What follows belongs to an exercise in optimizing a design on an open flow for small area, a short achievable clock period and few clock cycles per item; a production flow would make more cautious choices. At most, simulation tests tie the RTL to the original design; equivalence was not proved.

==> inputs of 07-12 <==
==> flow/design.v <==
module aes_inv_cipher_ctrl (
  input  logic         clk,
  input  logic         rst,
  input  logic         in_valid,
  output logic         in_ready,
  input  logic [127:0] in_block,
  output logic [3:0]   rk_idx,
  input  logic [127:0] rk_data,
  output logic         out_valid,
  input  logic         out_ready,
  output logic [127:0] out_block,
  output logic         busy
);
  function automatic logic [3:0] g4_mul(input logic [3:0] a, input logic [3:0] b);
    logic [3:0] p;
    logic [6:0] t;
    t = ({3'b0,a} & {7{b[0]}}) ^ ({2'b0,a,1'b0} & {7{b[1]}}) ^ ({1'b0,a,2'b0} & {7{b[2]}}) ^ ({a,3'b0} & {7{b[3]}});
    p = {t[3] ^ t[6], t[2] ^ t[5] ^ t[6], t[1] ^ t[4] ^ t[5], t[0] ^ t[4]};
    g4_mul = p;
  endfunction
  function automatic logic [3:0] g4_inv(input logic [3:0] a);
    case (a)
      4'd0: g4_inv = 4'd0;
      4'd1: g4_inv = 4'd1;
      4'd2: g4_inv = 4'd9;
      4'd3: g4_inv = 4'd14;
      4'd4: g4_inv = 4'd13;
      4'd5: g4_inv = 4'd11;
      4'd6: g4_inv = 4'd7;
      4'd7: g4_inv = 4'd6;
      4'd8: g4_inv = 4'd15;
      4'd9: g4_inv = 4'd2;
      4'd10: g4_inv = 4'd12;
      4'd11: g4_inv = 4'd5;
      4'd12: g4_inv = 4'd10;
      4'd13: g4_inv = 4'd4;
      4'd14: g4_inv = 4'd3;
      4'd15: g4_inv = 4'd8;
      default: g4_inv = 4'd0;
    endcase
  endfunction
  function automatic logic [7:0] sb_b(input logic [11:0] u);
    logic [7:0] o;
    o = {g4_mul(u[11:8], u[3:0]), g4_mul(u[7:4], u[3:0])};
    sb_b = {o[1] ^ o[5], o[1] ^ o[2] ^ o[4] ^ o[6], o[1] ^ o[5] ^ o[7], o[2] ^ o[6] ^ o[7], o[2] ^ o[3], o[2] ^ o[3] ^ o[5] ^ o[7], o[4] ^ o[5] ^ o[6], o[0] ^ o[1] ^ o[5] ^ o[7]};
  endfunction
  function automatic logic [7:0] to_tower(input logic [7:0] x);
    to_tower = {x[1] ^ x[2] ^ x[6] ^ x[7], x[1] ^ x[2] ^ x[3] ^ x[4] ^ x[5] ^ x[7], ~(x[0] ^ x[4] ^ x[5] ^ x[6]), ~(x[1] ^ x[2] ^ x[7]), x[0] ^ x[1] ^ x[2] ^ x[4], x[1] ^ x[4] ^ x[5], ~(x[0] ^ x[1] ^ x[5]), ~(x[4] ^ x[5])};
  endfunction
  function automatic logic [11:0] sb_a2(input logic [7:0] t);
    logic [3:0] h, l, d;
    h = t[7:4]; l = t[3:0];
    d = {h[0] ^ h[1] ^ h[2], h[1] ^ h[2], h[0] ^ h[1], h[2] ^ h[3]} ^ g4_mul(h, l) ^ {l[3], l[1] ^ l[3], l[2], l[0] ^ l[2]};
    sb_a2 = {h, h ^ l, g4_inv(d)};
  endfunction
  function automatic logic [7:0] xtime(input logic [7:0] b);
    xtime = {b[6:0], 1'b0} ^ (b[7] ? 8'h1b : 8'h00);
  endfunction
  function automatic logic [31:0] inv_mix_column(input logic [31:0] a);
    logic [7:0] u, v, b0, b1, b2, b3, t;
    u  = xtime(xtime(a[7:0] ^ a[23:16]));
    v  = xtime(xtime(a[15:8] ^ a[31:24]));
    b0 = a[7:0] ^ u;
    b1 = a[15:8] ^ v;
    b2 = a[23:16] ^ u;
    b3 = a[31:24] ^ v;
    t  = b0 ^ b1 ^ b2 ^ b3;
    inv_mix_column = {b3 ^ t ^ xtime(b3 ^ b0), b2 ^ t ^ xtime(b2 ^ b3),
                      b1 ^ t ^ xtime(b1 ^ b2), b0 ^ t ^ xtime(b0 ^ b1)};
  endfunction
  function automatic logic [127:0] inv_shift_rows(input logic [127:0] s);
    logic [127:0] o;
    for (int c = 0; c < 4; c++)
      for (int r = 0; r < 4; r++)
        o[8*(r + 4*c) +: 8] = s[8*(r + 4*((c - r + 4) % 4)) +: 8];
    inv_shift_rows = o;
  endfunction
  logic [127:0] s_q, t_q;
  logic [191:0] u_q;
  logic         s_v, u_v, t_v;
  logic [3:0]   s_k, u_k, t_k;
  logic         t_w;         
  logic [3:0]   rk_q;
  logic         fin_q;       
  logic         rdy_q;       
  logic         busy_q;
  logic         stall, enter;
  logic [127:0] sr, t_src, t_d, s_d, imc;
  assign stall = fin_q && !out_ready;
  assign enter = in_valid && rdy_q;
  assign sr = inv_shift_rows(s_q);
  logic [191:0] u_n;
  always_comb begin
    for (int i = 0; i < 16; i++) begin
      u_n[12*i +: 12] = sb_a2(sr[8*i +: 8]);
      t_src[8*i +: 8] = sb_b(u_q[12*i +: 12]);
    end
    for (int c = 0; c < 4; c++) imc[32*c +: 32] = inv_mix_column(t_q[32*c +: 32]);
  end
  assign t_d = (enter ? in_block : t_src) ^ rk_data;
  always_comb begin
    for (int i = 0; i < 16; i++) s_d[8*i +: 8] = to_tower(t_w ? t_q[8*i +: 8] : imc[8*i +: 8]);
  end
  always_ff @(posedge clk) begin
    if (!stall) begin
      s_q <= s_d;
      u_q <= u_n;
      t_q <= t_d;
    end
  end
  logic       s_v_n, u_v_n, t_v_n, t_w_n;
  logic [3:0] s_k_n, u_k_n, t_k_n;
  always_comb begin
    s_v_n = t_v && !fin_q;
    s_k_n = t_k;
    u_v_n = s_v;
    u_k_n = s_k;
    t_v_n = u_v || enter;
    t_k_n = enter ? 4'd10 : u_k - 4'd1;
    t_w_n = enter;
  end
  always_ff @(posedge clk or posedge rst) begin
    if (rst) begin
      s_v    <= 1'b0;
      u_v    <= 1'b0;
      t_v    <= 1'b0;
      s_k    <= '0;
      u_k    <= '0;
      t_k    <= '0;
      t_w    <= 1'b0;
      rk_q   <= 4'd10;
      fin_q  <= 1'b0;
      rdy_q  <= 1'b1;
      busy_q <= 1'b0;
    end else if (!stall) begin
      s_v    <= s_v_n;
      s_k    <= s_k_n;
      u_v    <= u_v_n;
      u_k    <= u_k_n;
      t_v    <= t_v_n;
      t_k    <= t_k_n;
      t_w    <= t_w_n;
      rk_q   <= s_v ? s_k - 4'd1 : 4'd10;
      fin_q  <= u_v && u_k == 4'd1;
      rdy_q  <= !u_v_n && !(u_v && u_k == 4'd1) &&
                !((s_v_n && s_k_n == 4'd10) || t_w_n);
      busy_q <= s_v_n || u_v_n || t_v_n;
    end
  end
  assign rk_idx    = rk_q;
  assign in_ready  = rdy_q;
  assign out_valid = fin_q;
  assign out_block = t_q;
  assign busy      = busy_q;
endmodule
==> flow/flow/run.sh <==
#!/bin/bash
set -euo pipefail
MARGIN=${MARGIN:-5.8}
bash standard.sh SETUP_SLACK_MARGIN=$MARGIN finish > flow_make.log 2>&1
==> flow/standard.sh <==
#!/bin/bash
# synth_recipe.tcl (not shown) runs the flow's synth.tcl, then flattens the netlist and writes it again
# the make line also repeats each setting of config.mk as NAME=value (left out here)
make -C /OpenROAD-flow-scripts/flow DESIGN_CONFIG=/design/flow/config.mk WORK_HOME=/design/flow/orfs CLKGATE_MAP_FILE= SYNTH_SCRIPT=/design/flow/synth_recipe.tcl "${@:-finish}"
==> flow/config.mk <==
export PLATFORM = sky130hd
export DESIGN_NAME = aes_inv_cipher_ctrl
export DESIGN_NICKNAME = aes_inv_cipher_ctrl
export VERILOG_FILES = /design/flow/design.v
export SDC_FILE = /design/flow/constraint.sdc
export NUM_CORES = 4
export LEC_CHECK = 0
export CAP_MARGIN = 20
export CORE_MARGIN = 2
export CORE_UTILIZATION = 60
export CTS_CLUSTER_DIAMETER = 100
export CTS_CLUSTER_SIZE = 30
export SLEW_MARGIN = 20
export TNS_END_PERCENT = 0
==> flow/constraint.sdc <==
create_clock -name core_clock -period 9.0 [get_ports {clk}]
set_input_delay 1.8000 -clock core_clock [delete_from_list [all_inputs] [get_ports {clk}]]
set_output_delay 1.8000 -clock core_clock [all_outputs]
set_load 0.01 [all_outputs]
==> inputs of 11-22, as changes to 07-12 <==
--- a/flow/design.v
+++ b/flow/design.v
@@ -41,2 +41,10 @@
   endfunction
+  function automatic logic [11:0] sb_a(input logic [7:0] x);
+    logic [7:0] t;
+    logic [3:0] h, l, d;
+    t = {x[1] ^ x[2] ^ x[6] ^ x[7], x[1] ^ x[2] ^ x[3] ^ x[4] ^ x[5] ^ x[7], ~(x[0] ^ x[4] ^ x[5] ^ x[6]), ~(x[1] ^ x[2] ^ x[7]), x[0] ^ x[1] ^ x[2] ^ x[4], x[1] ^ x[4] ^ x[5], ~(x[0] ^ x[1] ^ x[5]), ~(x[4] ^ x[5])};
+    h = t[7:4]; l = t[3:0];
+    d = {h[0] ^ h[1] ^ h[2], h[1] ^ h[2], h[0] ^ h[1], h[2] ^ h[3]} ^ g4_mul(h, l) ^ {l[3], l[1] ^ l[3], l[2], l[0] ^ l[2]};
+    sb_a = {h, h ^ l, g4_inv(d)};
+  endfunction
   function automatic logic [7:0] sb_b(input logic [11:0] u);
@@ -45,11 +53,2 @@
     sb_b = {o[1] ^ o[5], o[1] ^ o[2] ^ o[4] ^ o[6], o[1] ^ o[5] ^ o[7], o[2] ^ o[6] ^ o[7], o[2] ^ o[3], o[2] ^ o[3] ^ o[5] ^ o[7], o[4] ^ o[5] ^ o[6], o[0] ^ o[1] ^ o[5] ^ o[7]};
-  endfunction
-  function automatic logic [7:0] to_tower(input logic [7:0] x);
-    to_tower = {x[1] ^ x[2] ^ x[6] ^ x[7], x[1] ^ x[2] ^ x[3] ^ x[4] ^ x[5] ^ x[7], ~(x[0] ^ x[4] ^ x[5] ^ x[6]), ~(x[1] ^ x[2] ^ x[7]), x[0] ^ x[1] ^ x[2] ^ x[4], x[1] ^ x[4] ^ x[5], ~(x[0] ^ x[1] ^ x[5]), ~(x[4] ^ x[5])};
-  endfunction
-  function automatic logic [11:0] sb_a2(input logic [7:0] t);
-    logic [3:0] h, l, d;
-    h = t[7:4]; l = t[3:0];
-    d = {h[0] ^ h[1] ^ h[2], h[1] ^ h[2], h[0] ^ h[1], h[2] ^ h[3]} ^ g4_mul(h, l) ^ {l[3], l[1] ^ l[3], l[2], l[0] ^ l[2]};
-    sb_a2 = {h, h ^ l, g4_inv(d)};
   endfunction
@@ -83,9 +82,9 @@
   logic [3:0]   rk_q;
-  logic         fin_q;       
-  logic         rdy_q;       
-  logic         busy_q;
-  logic         stall, enter;
+  logic         t_fin, stall, enter, young;
   logic [127:0] sr, t_src, t_d, s_d, imc;
-  assign stall = fin_q && !out_ready;
-  assign enter = in_valid && rdy_q;
+  assign t_fin = t_v && (t_k == 4'd0);
+  assign stall = t_fin && !out_ready;
+  assign young = (s_v && s_k == 4'd10) || t_w;
+  assign in_ready = !u_v && !t_fin && !young;
+  assign enter = in_valid && in_ready;
   assign sr = inv_shift_rows(s_q);
@@ -94,3 +93,3 @@
     for (int i = 0; i < 16; i++) begin
-      u_n[12*i +: 12] = sb_a2(sr[8*i +: 8]);
+      u_n[12*i +: 12] = sb_a(sr[8*i +: 8]);
       t_src[8*i +: 8] = sb_b(u_q[12*i +: 12]);
@@ -100,5 +99,3 @@
   assign t_d = (enter ? in_block : t_src) ^ rk_data;
-  always_comb begin
-    for (int i = 0; i < 16; i++) s_d[8*i +: 8] = to_tower(t_w ? t_q[8*i +: 8] : imc[8*i +: 8]);
-  end
+  assign s_d = t_w ? t_q : imc;
   always_ff @(posedge clk) begin
@@ -110,39 +107,21 @@
   end
-  logic       s_v_n, u_v_n, t_v_n, t_w_n;
-  logic [3:0] s_k_n, u_k_n, t_k_n;
-  always_comb begin
-    s_v_n = t_v && !fin_q;
-    s_k_n = t_k;
-    u_v_n = s_v;
-    u_k_n = s_k;
-    t_v_n = u_v || enter;
-    t_k_n = enter ? 4'd10 : u_k - 4'd1;
-    t_w_n = enter;
-  end
   always_ff @(posedge clk or posedge rst) begin
     if (rst) begin
-      s_v    <= 1'b0;
-      u_v    <= 1'b0;
-      t_v    <= 1'b0;
-      s_k    <= '0;
-      u_k    <= '0;
-      t_k    <= '0;
-      t_w    <= 1'b0;
-      rk_q   <= 4'd10;
-      fin_q  <= 1'b0;
-      rdy_q  <= 1'b1;
-      busy_q <= 1'b0;
+      s_v  <= 1'b0;
+      u_v  <= 1'b0;
+      t_v  <= 1'b0;
+      s_k  <= '0;
+      u_k  <= '0;
+      t_k  <= '0;
+      t_w  <= 1'b0;
+      rk_q <= 4'd10;
     end else if (!stall) begin
-      s_v    <= s_v_n;
-      s_k    <= s_k_n;
-      u_v    <= u_v_n;
-      u_k    <= u_k_n;
-      t_v    <= t_v_n;
-      t_k    <= t_k_n;
-      t_w    <= t_w_n;
-      rk_q   <= s_v ? s_k - 4'd1 : 4'd10;
-      fin_q  <= u_v && u_k == 4'd1;
-      rdy_q  <= !u_v_n && !(u_v && u_k == 4'd1) &&
-                !((s_v_n && s_k_n == 4'd10) || t_w_n);
-      busy_q <= s_v_n || u_v_n || t_v_n;
+      s_v  <= t_v && !t_fin;
+      s_k  <= t_k;
+      u_v  <= s_v;
+      u_k  <= s_k;
+      t_v  <= u_v || enter;
+      t_k  <= enter ? 4'd10 : u_k - 4'd1;
+      t_w  <= enter;
+      rk_q <= s_v ? s_k - 4'd1 : 4'd10;
     end
@@ -150,6 +129,5 @@
   assign rk_idx    = rk_q;
-  assign in_ready  = rdy_q;
-  assign out_valid = fin_q;
+  assign out_valid = t_fin;
   assign out_block = t_q;
-  assign busy      = busy_q;
+  assign busy      = s_v || u_v || t_v;
 endmodule
==> flow/run.sh (new file) <==
#!/bin/bash
# synth_recipe.tcl (not shown) runs the flow's synth.tcl, then flattens the netlist and writes it again
# the make line also repeats each setting of config.mk as NAME=value (left out here)
make -C /OpenROAD-flow-scripts/flow DESIGN_CONFIG=/design/flow/config.mk WORK_HOME=/design/flow/orfs CLKGATE_MAP_FILE= SYNTH_SCRIPT=/design/flow/synth_recipe.tcl finish
- CORE_UTILIZATION: 60 -> 40
- CTS_CLUSTER_DIAMETER: 100 -> unset
- CTS_CLUSTER_SIZE: 30 -> unset
- TNS_END_PERCENT: 0 -> unset
removed: flow/flow/run.sh
removed: flow/standard.sh
==> inputs of 09-21, as changes to 07-12 <==
--- a/flow/design.v
+++ b/flow/design.v
@@ -41,2 +41,10 @@
   endfunction
+  function automatic logic [11:0] sb_a(input logic [7:0] x);
+    logic [7:0] t;
+    logic [3:0] h, l, d;
+    t = {x[1] ^ x[2] ^ x[6] ^ x[7], x[1] ^ x[2] ^ x[3] ^ x[4] ^ x[5] ^ x[7], ~(x[0] ^ x[4] ^ x[5] ^ x[6]), ~(x[1] ^ x[2] ^ x[7]), x[0] ^ x[1] ^ x[2] ^ x[4], x[1] ^ x[4] ^ x[5], ~(x[0] ^ x[1] ^ x[5]), ~(x[4] ^ x[5])};
+    h = t[7:4]; l = t[3:0];
+    d = {h[0] ^ h[1] ^ h[2], h[1] ^ h[2], h[0] ^ h[1], h[2] ^ h[3]} ^ g4_mul(h, l) ^ {l[3], l[1] ^ l[3], l[2], l[0] ^ l[2]};
+    sb_a = {h, h ^ l, g4_inv(d)};
+  endfunction
   function automatic logic [7:0] sb_b(input logic [11:0] u);
@@ -45,11 +53,2 @@
     sb_b = {o[1] ^ o[5], o[1] ^ o[2] ^ o[4] ^ o[6], o[1] ^ o[5] ^ o[7], o[2] ^ o[6] ^ o[7], o[2] ^ o[3], o[2] ^ o[3] ^ o[5] ^ o[7], o[4] ^ o[5] ^ o[6], o[0] ^ o[1] ^ o[5] ^ o[7]};
-  endfunction
-  function automatic logic [7:0] to_tower(input logic [7:0] x);
-    to_tower = {x[1] ^ x[2] ^ x[6] ^ x[7], x[1] ^ x[2] ^ x[3] ^ x[4] ^ x[5] ^ x[7], ~(x[0] ^ x[4] ^ x[5] ^ x[6]), ~(x[1] ^ x[2] ^ x[7]), x[0] ^ x[1] ^ x[2] ^ x[4], x[1] ^ x[4] ^ x[5], ~(x[0] ^ x[1] ^ x[5]), ~(x[4] ^ x[5])};
-  endfunction
-  function automatic logic [11:0] sb_a2(input logic [7:0] t);
-    logic [3:0] h, l, d;
-    h = t[7:4]; l = t[3:0];
-    d = {h[0] ^ h[1] ^ h[2], h[1] ^ h[2], h[0] ^ h[1], h[2] ^ h[3]} ^ g4_mul(h, l) ^ {l[3], l[1] ^ l[3], l[2], l[0] ^ l[2]};
-    sb_a2 = {h, h ^ l, g4_inv(d)};
   endfunction
@@ -94,3 +93,3 @@
     for (int i = 0; i < 16; i++) begin
-      u_n[12*i +: 12] = sb_a2(sr[8*i +: 8]);
+      u_n[12*i +: 12] = sb_a(sr[8*i +: 8]);
       t_src[8*i +: 8] = sb_b(u_q[12*i +: 12]);
@@ -100,5 +99,3 @@
   assign t_d = (enter ? in_block : t_src) ^ rk_data;
-  always_comb begin
-    for (int i = 0; i < 16; i++) s_d[8*i +: 8] = to_tower(t_w ? t_q[8*i +: 8] : imc[8*i +: 8]);
-  end
+  assign s_d = t_w ? t_q : imc;
   always_ff @(posedge clk) begin
==> flow/flow/run.sh (replaced) <==
#!/bin/bash
set -euo pipefail
MARGIN=${MARGIN:-6.0}
bash standard.sh SETUP_SLACK_MARGIN=$MARGIN CORE_UTILIZATION=60 finish > flow_make.log 2>&1
- CORE_UTILIZATION: 60 -> 40
- CTS_CLUSTER_DIAMETER: 100 -> unset
- CTS_CLUSTER_SIZE: 30 -> unset
- TNS_END_PERCENT: 0 -> unset
==> impl_metrics.ini <==
[setup_path]
cp_max_fo = 5

[run_status]
status = no timing/DRC/antenna violations

[yosys]
synth_top_area_share_pct = 28.6
[end of results for 09-21]
==> impl_metrics.ini <==
[yosys]
synth_top_area_share_pct = 29.0
synth_simple_gate_area_share_pct = 11.7

[setup_path]
cp_max_fo = 63

[grt]
grt_max_degree = 189

[run_status]
status = no timing/DRC/antenna violations
[end of results for 11-22]
==> impl_metrics.ini <==
[yosys]
synth_top_area_share_pct = 29.3

[run_status]
status = no timing/DRC/antenna violations
[end of results for 07-12]
Testbench counts of 07-12, summed over its fixed seeds: cycles 8,504, items 768.
Testbench counts of 11-22, summed over its fixed seeds: cycles 8,504, items 768.
The RTL of 09-21 was laid out without a check of its function.

## what the ideal ports hide
The flow's constraints put no driver on any port. The routed layouts listed below were extracted and timed again, unchanged, in two steps.
Step 1 assumes that a clkbuf_16 drives the clock port and a buf_2 every other input.
Step 2 times the ports against the registers' clock, not the clock port: input delays grow and output delays shrink by t, the midpoint of the rising clock arrivals with the driver on.
Slacks: ideal ports / drivers / drivers and shift; pairs: ideal ports / drivers.
run	t (ns)	setup slack, ns	worst register clock-pin slew, ns
07-12	0.681	5.607 / 5.535 / 5.003	0.12 / 0.12
11-22	0.717	4.042 / 3.968 / 3.355	0.07 / 0.07
09-21	0.691	5.637 / 5.637 / 5.374	0.07 / 0.07
After both steps every run listed still meets setup and hold. The setup slack of 11-22, which loses most, moves by -0.074 ns with the drivers and by -0.687 ns with both steps.
